What follows belongs to an exercise in optimizing a design on an open flow for small area; a production flow would make more cautious choices.
Function was checked by simulation only, so behaviour that the tests miss may differ from the original.

## flow/config.mk

```make
export PLATFORM = sky130hd
export DESIGN_NAME = pong_top
export DESIGN_NICKNAME = pong_top
export VERILOG_FILES = /design/flow/design.v
export SDC_FILE = /design/flow/constraint.sdc
export NUM_CORES = 4
export LEC_CHECK = 0
export CAP_MARGIN = 20
export CORE_MARGIN = 2
export CORE_UTILIZATION = 40
export SLEW_MARGIN = 20
```

## flow/constraint.sdc

```tcl
create_clock -name core_clock -period 8.0 [get_ports {ball_clk}]
set_input_delay 1.6000 -clock core_clock [delete_from_list [all_inputs] [get_ports {ball_clk}]]
set_output_delay 1.6000 -clock core_clock [all_outputs]
set_load 0.01 [all_outputs]
```

## flow/design.v

```verilog
package pong_geom_pkg;
  typedef logic signed [11:0] coord_t;
  localparam coord_t field_w      = 12'sd640;
  localparam coord_t field_h      = 12'sd480;
  localparam coord_t paddle_y_max = 12'sd555;  
  localparam coord_t wall_left   = 12'sd20;
  localparam coord_t wall_right  = field_w - 12'sd20;
  localparam coord_t wall_top    = 12'sd0;
  localparam coord_t wall_bottom = field_h;
  localparam coord_t goal_y_lo = 12'sd140;  
  localparam coord_t goal_y_hi = 12'sd340;
  localparam coord_t goal_x_lo = 12'sd21;   
  localparam coord_t goal_x_hi = 12'sd619;  
  localparam coord_t centre_x = field_w / 12'sd2;  
  localparam coord_t centre_y = field_h / 12'sd2;
  typedef struct packed {
    coord_t x;
    coord_t y;
  } point_t;
  localparam logic [143:0] paddle_home = {
    12'sd590, 12'sd240, 12'sd50, 12'sd240,
    12'sd490, 12'sd360, 12'sd150, 12'sd360,
    12'sd490, 12'sd120, 12'sd150, 12'sd120
  };  
endpackage
package pong_play_pkg;
  typedef enum logic [2:0] {
    dir_up_right   = 3'd0,
    dir_up_left    = 3'd1,
    dir_down_left  = 3'd2,
    dir_down_right = 3'd3,
    dir_right      = 3'd4,  
    dir_left       = 3'd5
  } dir_t;
  typedef enum logic {
    st_idle,  
    st_play
  } game_state_t;
  typedef enum logic [1:0] {
    zone_upper,
    zone_centre,
    zone_lower
  } zone_t;
  typedef struct packed {
    logic  valid;  
    logic  back;   
    zone_t zone;
  } hit_t;
endpackage
module paddle_bank (
  input  logic                    ball_clk,
  input  logic                    reset,
  input  logic [3:0]              direction_switch,
  output logic [143:0]            paddles
);
  logic [1:0] go_down;   
  logic [1:0] go_up;     
  logic [1:0] at_ceil;   
  logic [1:0] at_floor;  
  pong_geom_pkg::coord_t pad_y [6];  
  for (genvar i = 0; i < 6; i++) begin : g_pad
    assign pad_y[i] = paddles[24*i +: 12];
  end
  for (genvar t = 0; t < 2; t++) begin : g_team
    assign go_down[t] = direction_switch[2*t] & ~direction_switch[2*t+1];
    assign go_up[t]   = direction_switch[2*t+1] & ~direction_switch[2*t];
    assign at_ceil[t] = (pad_y[t] == pong_geom_pkg::paddle_y_max) ||
                        (pad_y[t+2] == pong_geom_pkg::paddle_y_max) ||
                        (pad_y[t+4] == pong_geom_pkg::paddle_y_max);
    assign at_floor[t] = (pad_y[t] == 12'sd0) ||
                         (pad_y[t+2] == 12'sd0) ||
                         (pad_y[t+4] == 12'sd0);
  end
  always_ff @(posedge ball_clk or negedge reset) begin
    if (!reset) begin
      paddles <= pong_geom_pkg::paddle_home;
    end else begin
      for (int i = 0; i < 6; i++) begin
        if (go_down[i % 2]) begin
          if (at_ceil[i % 2]) begin
            paddles[24*i +: 12] <= 12'sd0;
          end else begin
            paddles[24*i +: 12] <= pad_y[i] + 12'sd1;
          end
        end else if (go_up[i % 2]) begin
          if (at_floor[i % 2]) begin
            paddles[24*i +: 12] <= pong_geom_pkg::paddle_y_max;  
          end else begin
            paddles[24*i +: 12] <= pad_y[i] - 12'sd1;
          end
        end
      end
    end
  end
endmodule
module paddle_hit_detect #(
  parameter int paddle_w  = 15,
  parameter int paddle_h  = 60,
  parameter int ball_size = 50
) (
  input  logic [143:0]            paddles,
  input  pong_geom_pkg::point_t   ball,
  output pong_play_pkg::hit_t     hit
);
  localparam int third = paddle_h / 3;  
  logic [5:0]           front;  
  logic [5:0]           back;   
  pong_play_pkg::zone_t zone [6];
  for (genvar i = 0; i < 6; i++) begin : g_paddle
    pong_geom_pkg::coord_t pad_x;  
    pong_geom_pkg::coord_t pad_y;  
    logic               span_y;  
    logic signed [12:0] d;       
    assign pad_x = paddles[24*i+12 +: 12];
    assign pad_y = paddles[24*i +: 12];
    assign span_y = (ball.y + ball_size > pad_y - paddle_h) &&
                    (ball.y - ball_size < pad_y + paddle_h);
    assign front[i] = span_y &&
                      (ball.x + ball_size > pad_x - paddle_w) &&
                      (ball.x < pad_x);
    assign back[i] = span_y &&
                     (ball.x - ball_size < pad_x + paddle_w) &&
                     (ball.x > pad_x);
    assign d = ball.y - pad_y;
    assign zone[i] = (d > 0 && d < third)      ? pong_play_pkg::zone_upper :
                     (d < 0 && d > -third)     ? pong_play_pkg::zone_lower :
                                                 pong_play_pkg::zone_centre;
  end
  always_comb begin
    hit = {1'b0, 1'b0, pong_play_pkg::zone_centre};
    for (int i = 5; i >= 0; i--) begin  
      if (front[i] || back[i]) begin
        hit.valid = 1'b1;
        hit.back  = back[i];  
        hit.zone  = zone[i];
      end
    end
  end
endmodule
module ball_motion #(
  parameter int nudge = 5
) (
  input  logic                       ball_clk,
  input  logic                       reset,
  input  pong_play_pkg::game_state_t state,
  input  logic                       serve,
  input  pong_play_pkg::dir_t        serve_dir,
  input  pong_play_pkg::hit_t        hit,
  output pong_geom_pkg::point_t      ball,
  output pong_play_pkg::dir_t        ball_dir
);
  localparam pong_geom_pkg::coord_t nudge_c = pong_geom_pkg::coord_t'(nudge);
  localparam pong_geom_pkg::point_t centre =
    {pong_geom_pkg::centre_x, pong_geom_pkg::centre_y};
  pong_geom_pkg::point_t ball_nxt;
  pong_play_pkg::dir_t   dir_nxt;
  always_comb begin
    ball_nxt = ball;
    dir_nxt  = ball_dir;
    case (ball_dir)
      pong_play_pkg::dir_up_right:   ball_nxt = {ball.x + 12'sd1, ball.y - 12'sd1};
      pong_play_pkg::dir_up_left:    ball_nxt = {ball.x - 12'sd1, ball.y - 12'sd1};
      pong_play_pkg::dir_down_left:  ball_nxt = {ball.x - 12'sd1, ball.y + 12'sd1};
      pong_play_pkg::dir_down_right: ball_nxt = {ball.x + 12'sd1, ball.y + 12'sd1};
      pong_play_pkg::dir_right:      ball_nxt.x = ball.x + 12'sd1;
      pong_play_pkg::dir_left:       ball_nxt.x = ball.x - 12'sd1;
      default: ;  
    endcase
    if (ball.y == pong_geom_pkg::wall_top) begin
      if (ball_dir == pong_play_pkg::dir_up_right) dir_nxt = pong_play_pkg::dir_down_right;
      else if (ball_dir == pong_play_pkg::dir_up_left) dir_nxt = pong_play_pkg::dir_down_left;
    end
    if (ball.y == pong_geom_pkg::wall_bottom) begin
      if (ball_dir == pong_play_pkg::dir_down_left) dir_nxt = pong_play_pkg::dir_up_left;
      else if (ball_dir == pong_play_pkg::dir_down_right) dir_nxt = pong_play_pkg::dir_up_right;
    end
    if (ball.x == pong_geom_pkg::wall_left) begin
      if (ball_dir == pong_play_pkg::dir_up_left) dir_nxt = pong_play_pkg::dir_up_right;
      else if (ball_dir == pong_play_pkg::dir_down_left) dir_nxt = pong_play_pkg::dir_down_right;
      else if (ball_dir == pong_play_pkg::dir_left) dir_nxt = pong_play_pkg::dir_right;
    end
    if (ball.x == pong_geom_pkg::wall_right) begin
      if (ball_dir == pong_play_pkg::dir_up_right) dir_nxt = pong_play_pkg::dir_up_left;
      else if (ball_dir == pong_play_pkg::dir_down_right) dir_nxt = pong_play_pkg::dir_down_left;
      else if (ball_dir == pong_play_pkg::dir_right) dir_nxt = pong_play_pkg::dir_left;
    end
    if (hit.valid) begin
      if (hit.back) begin
        ball_nxt.x = ball.x + nudge_c;  
        case (hit.zone)
          pong_play_pkg::zone_upper: dir_nxt = pong_play_pkg::dir_up_right;
          pong_play_pkg::zone_lower: dir_nxt = pong_play_pkg::dir_down_left;
          default:                   dir_nxt = pong_play_pkg::dir_right;
        endcase
      end else begin
        ball_nxt.x = ball.x - nudge_c;
        case (hit.zone)
          pong_play_pkg::zone_upper: dir_nxt = pong_play_pkg::dir_up_left;
          pong_play_pkg::zone_lower: dir_nxt = pong_play_pkg::dir_down_right;
          default:                   dir_nxt = pong_play_pkg::dir_left;
        endcase
      end
    end
  end
  always_ff @(posedge ball_clk or negedge reset) begin
    if (!reset) begin
      ball     <= centre;
      ball_dir <= pong_play_pkg::dir_up_right;
    end else if (serve) begin  
      ball     <= centre;
      ball_dir <= serve_dir;
    end else if (state == pong_play_pkg::st_play) begin
      ball     <= ball_nxt;
      ball_dir <= dir_nxt;
    end
  end
endmodule
module game_fsm (
  input  logic                       ball_clk,
  input  logic                       reset,
  input  logic                       start_game,  
  input  pong_geom_pkg::point_t      ball,
  output pong_play_pkg::game_state_t state,
  output logic                       serve,       
  output pong_play_pkg::dir_t        serve_dir
);
  pong_play_pkg::dir_t serve_ptr;  
  logic                in_mouth;
  logic                goal;
  assign in_mouth = (ball.y > pong_geom_pkg::goal_y_lo) &&
                    (ball.y < pong_geom_pkg::goal_y_hi) &&
                    ((ball.x < pong_geom_pkg::goal_x_lo) ||
                     (ball.x > pong_geom_pkg::goal_x_hi));
  assign goal = (state == pong_play_pkg::st_play) && in_mouth;
  always_ff @(posedge ball_clk or negedge reset) begin
    if (!reset) begin
      state     <= pong_play_pkg::st_idle;
      serve     <= 1'b0;
      serve_ptr <= pong_play_pkg::dir_up_left;  
      serve_dir <= pong_play_pkg::dir_up_right;
    end else begin
      serve <= goal;
      case (state)
        pong_play_pkg::st_idle: if (!start_game) state <= pong_play_pkg::st_play;
        default:                if (goal) state <= pong_play_pkg::st_idle;
      endcase
      if (goal) begin
        serve_dir <= serve_ptr;  
        if (serve_ptr == pong_play_pkg::dir_left) begin
          serve_ptr <= pong_play_pkg::dir_up_right;
        end else begin
          serve_ptr <= pong_play_pkg::dir_t'(serve_ptr + 3'd1);
        end
      end
    end
  end
endmodule
module pong_top #(
  parameter int paddle_w  = 15,  
  parameter int paddle_h  = 60,
  parameter int ball_size = 50,
  parameter int nudge     = 5    
) (
  input  logic                       ball_clk,
  input  logic                       reset,
  input  logic [3:0]                 direction_switch,
  input  logic                       start_game,
  output logic [143:0]               paddles,
  output pong_geom_pkg::point_t      ball,
  output pong_play_pkg::dir_t        ball_dir,
  output pong_play_pkg::game_state_t state
);
  pong_play_pkg::hit_t hit;        
  logic                serve;
  pong_play_pkg::dir_t serve_dir;
  paddle_bank u_paddle_bank (
    .ball_clk         (ball_clk),
    .reset            (reset),
    .direction_switch (direction_switch),
    .paddles          (paddles)
  );
  paddle_hit_detect #(
    .paddle_w  (paddle_w),
    .paddle_h  (paddle_h),
    .ball_size (ball_size)
  ) u_paddle_hit_detect (
    .paddles (paddles),
    .ball    (ball),
    .hit     (hit)
  );
  ball_motion #(.nudge(nudge)) u_ball_motion (
    .ball_clk  (ball_clk),
    .reset     (reset),
    .state     (state),
    .serve     (serve),
    .serve_dir (serve_dir),
    .hit       (hit),
    .ball      (ball),
    .ball_dir  (ball_dir)
  );
  game_fsm u_game_fsm (
    .ball_clk   (ball_clk),
    .reset      (reset),
    .start_game (start_game),
    .ball       (ball),
    .state      (state),
    .serve      (serve),
    .serve_dir  (serve_dir)
  );
endmodule
```

## flow/run.sh

```bash
#!/bin/bash
# synth_recipe.tcl (not shown) runs the flow's synth.tcl, then flattens the netlist and writes it again
# the make line also repeats each setting of config.mk as NAME=value (left out here)
make -C /OpenROAD-flow-scripts/flow DESIGN_CONFIG=/design/flow/config.mk WORK_HOME=/design/flow/orfs CLKGATE_MAP_FILE= SYNTH_SCRIPT=/design/flow/synth_recipe.tcl finish
```

==> notes.md <==
==> layer usage <==
metal | global-route usage, % | vias to the layer above | share of wire, % | wire, um
met2 | 44.21 | 831 | 45 | 30190
met4 | 10.82 | 0 | 4.1 | 2756
met5 | 0 | - | 0 | 0
met3 | 3.313 | 133 | 6.6 | 4478
met1 | 37.37 | 9217 | 45 | 30110
li1 | - | 9183 | - | -
==> critical path, cell delays in order, from the launching register on <==
cell and delay (ps):
dfrtp_1 390, buf_4 370, ha_1 320, a211oi_4 110, nand2b_1 180, xnor2_1 800, ha_1 400, a2111oi_0 510
a32oi_1 180, maj3_1 380, a211oi_1 210, nor3_1 190, a22oi_4 230, nor2_2 50, or4b_4 570, nand2_1 210
inv_1 210, ha_1 380, o21ai_0 270, o21ai_0 180, a311o_1 400, a21oi_2 170, nor4_1 70, nor3_2 170
==> stage by stage <==
step	worst slack [ps]	hold WS, ps	utilization, %	instance area (um2)
after floorplan	1578	453.0	-	19030
after global placement	1282	513.6	43.07	20010
after detailed placement	1172	512.5	43.07	20010
after CTS	1112	530.1	43.72	20310
after global routing	597.1	533.4	43.73	20320
final	967.4	523.2	43.73	20320
==> sequential cells by signal, indices dropped and copies added (netlist names) <==
| register | count |
|---|---|
| u_game_fsm.state | 1 |
| u_paddle_bank.paddles | 72 |
| u_ball_motion.ball | 24 |
| u_game_fsm.serve | 1 |
| u_game_fsm.serve_dir | 3 |
| u_ball_motion.ball_dir | 3 |
| u_game_fsm.serve_ptr | 3 |
==> cell usage in the layout (no fill, tap or decap), drive strengths merged, types with 10 or more instances in the layout <==
| cell | Yosys | layout |
|---|---|---|
| conb | 2 | 72 |
| o22ai | 21 | 21 |
| fa | 13 | 13 |
| o21a | 23 | 23 |
| clkbuf | 102 | 10 |
| nand2 | 189 | 189 |
| o211ai | 25 | 25 |
| nor4 | 44 | 44 |
| nand4 | 44 | 44 |
| clkdlybuf4s50 | 0 | 105 |
| a221oi | 17 | 17 |
| o21ai | 170 | 170 |
| and3 | 22 | 22 |
| a22oi | 17 | 17 |
| a31oi | 29 | 29 |
| a21boi | 15 | 15 |
| nor2b | 34 | 34 |
| nor3 | 80 | 80 |
| nand2b | 32 | 32 |
| xor2 | 28 | 28 |
| buf | 103 | 38 |
| o21bai | 21 | 21 |
| inv | 157 | 160 |
| and2 | 10 | 10 |
| o31ai | 50 | 50 |
| a21o | 25 | 25 |
| nand3 | 87 | 87 |
| clkinv | 7 | 10 |
| or3 | 12 | 12 |
| nor2 | 234 | 234 |
| a2111oi | 11 | 11 |
| a21oi | 216 | 216 |
| xnor2 | 162 | 162 |
| dfrtp | 76 | 76 |
| a311oi | 12 | 12 |
| ha | 245 | 245 |
| a211oi | 28 | 28 |
| dfstp | 31 | 31 |
==> area by class of cell <==
| class | instances | area share, % |
|---|---|---|
| well taps | 607 | 3.738 |
| inverters | 164 | 3.055 |
| flip-flops and latches | 107 | 13.37 |
| clock inverters | 6 | 0.3202 |
| clock buffers | 10 | 1.176 |
| multi-input cells | 2138 | 71.76 |
| repair buffers | 143 | 6.577 |
==> worst paths after layout <==
| kind | slack [ps] | to |
|---|---|---|
| setup / recovery | 970 | u_ball_motion.ball[23] |
| hold / removal | 520 | u_game_fsm.serve_ptr[2] |
| setup reg to reg | 970 | u_ball_motion.ball[23] |
| hold reg to reg | 520 | u_game_fsm.serve_ptr[2] |
| max in group asynchronous | 5890 | u_paddle_bank.paddles[104] |
| min in group asynchronous | 1110 | u_paddle_bank.paddles[25] |
==> logic make-up after synthesis <==
logic type / after synthesis
buffers and inverters: 369
flip-flops: 107
AND/OR/NAND/NOR: 841
AO/OA/AOI/OAI: 762
multiplexers: 8
other: 2
XOR/XNOR: 190
adder cells (fa/ha/maj): 265
==> impl_metrics.py <==
metrics = {
    "worst_hold_path": {
        "hp-start": "u_game_fsm.serve_ptr[1]",
        "hold_path_class": "reg -> reg",
        "holdPathStages": 2,
    },
    "status": {
        "status": "no timing/DRC/antenna violations",
    },
    "drt": {
        "avgViaCountPerCell": 6.099,
        "drt-initial-drc-count": 1922,
        "ant_nets": 0,
        "wl_per_cell_um": 21.27,
        "route.detailed.drc": 0,
        "num_vias": 19360,
        "wl_um": 67530,
        "first_pass_iters": 5,
    },
    "global_route": {
        "grt_pass1_wl_um": 104500,
        "antenna_found_initial": 0,
        "grt_usage_pct": 27.46,
        "gr-total-overflow": 0,
        "grt_start_max_net_pins": 67,
        "grt_pass1_vias": 18200,
    },
    "synthesis": {
        "synth_top_family_by_area": "compound AO/OA/AOI/OAI gates",
        "synth.area.top_cells": "ha_1 16%, dfrtp_1 10%, xnor2_1 7.5%",
        "ys_types": 107,
        "synth_mux_area_share_pct": 0.4600,
        "synthSimpleGateAreaFrac_pct": 22.11,
        "yosys.area_share.adder_pct": 18.10,
        "synth_cells": 2544,
        "synth_top_cell_by_area": "ha_1",
        "yosys.area.top_type_share_pct": 16.33,
        "synth_compound_area_share_pct": 26.48,
        "synth-edff-count": 0,
        "synth_ff_type": "dfrtp_1",
        "synth.most_common_cell": "ha_1",
        "ys_async_sr_fraction_pct": 100.0,
        "synth_seq_cells": 107,
        "avgSynthCellArea_um2": 7.378,
        "yosysWarnings": 6,
        "ys_seq_area_share_pct": 14.47,
        "synth_xor_area_share_pct": 9.006,
        "syn_area_um2": 18770,
        "ys_top_cells_by_count": "245 x ha_1, 231 x nor2_1, 215 x a21oi_1",
    },
    "floorplanning": {
        "die_width_um": 220.6,
        "die_area_um2": 48670,
        "core_region_area_um2": 46460,
        "io_pins": 179,
        "rows": 79,
        "die_h_um": 220.6,
        "start_util_pct": 40.40,
    },
    "worst_setup_path": {
        "crit_path_end_kind": "register",
        "criticalPathCategory": "reg -> reg",
        "critPathLaunch": "u_ball_motion.ball[1]",
        "start_kind": "register",
        "ff2ff_path_depth": 23,
        "cp.arrival_ps": 7370,
        "cp.required_ps": 8330,
        "cp_max_fo": 18,
        "r2r_start": "u_ball_motion.ball[1]",
    },
    "cts": {
        "clock_latency_ps": 400,
        "cts_root_buf": "clkbuf_16",
        "cts_buffers": 9,
        "path_clk_slew_ps": 90,
        "cts_setup_buffers": 0,
        "clk_path_buf_depth": 2,
        "cts_hold_buf": 0,
        "numClockSinks": 107,
        "cts_max_level": 3,
        "cts_resized": 0,
        "cts_tree": "built",
    },
    "final_layout": {
        "regArea_um2": 2716,
        "area_growth_pct": 8.246,
        "final_layout_size_suffix_gt1_share_pct": 5.569,
        "fin_nets": 2828,
        "multi_input_area_um2": 14580,
        "n_antenna_cell": 0,
        "fillers": 4672,
        "fin_cells": 3175,
    },
    "sta": {
        "final_max_slew_viol_count": 0,
        "min_period_ps": 7033,
        "tightest_slew_ps": 1118,
        "rsz0062_at_grt": "no",
        "period_share_pct": 87.91,
        "fin_tns_setup_ps": 0,
        "hold_viol": 0,
        "fmax_mhz": 142.2,
        "max_slew_margin_pct": 24.94,
        "skew_ps": 17.08,
        "setup_violations": 0,
    },
    "place": {
        "dp.cells": 3159,
        "place_congestion": 1.019,
        "portBuffers": 106,
        "hpwl_um": 51420,
    },
    "run": {
        "drv_cap": 0,
    },
}

==> re-timing with driven ports <==
No port has a modelled driver above. Below, the same layout with a new extraction and two added sets of constraints. Step 1 assumes that a clkbuf_16 drives the clock port and a buf_2 every other input. Step 2 also shifts input and output timing later by t, the mid clock arrival at the registers, as if the neighbouring blocks saw the same clock. a / b / c = no drivers / after step 1 / after step 2; a / b = the first two.
t, ns: 0.455
setup WS [ns]: 0.967 / 0.967 / 0.967
cell pins on the clock port's net: 1
After both steps setup and hold are still met in this run. The setup slack of this run moves by 0.000 ns with the drivers and by 0.000 ns with both steps.
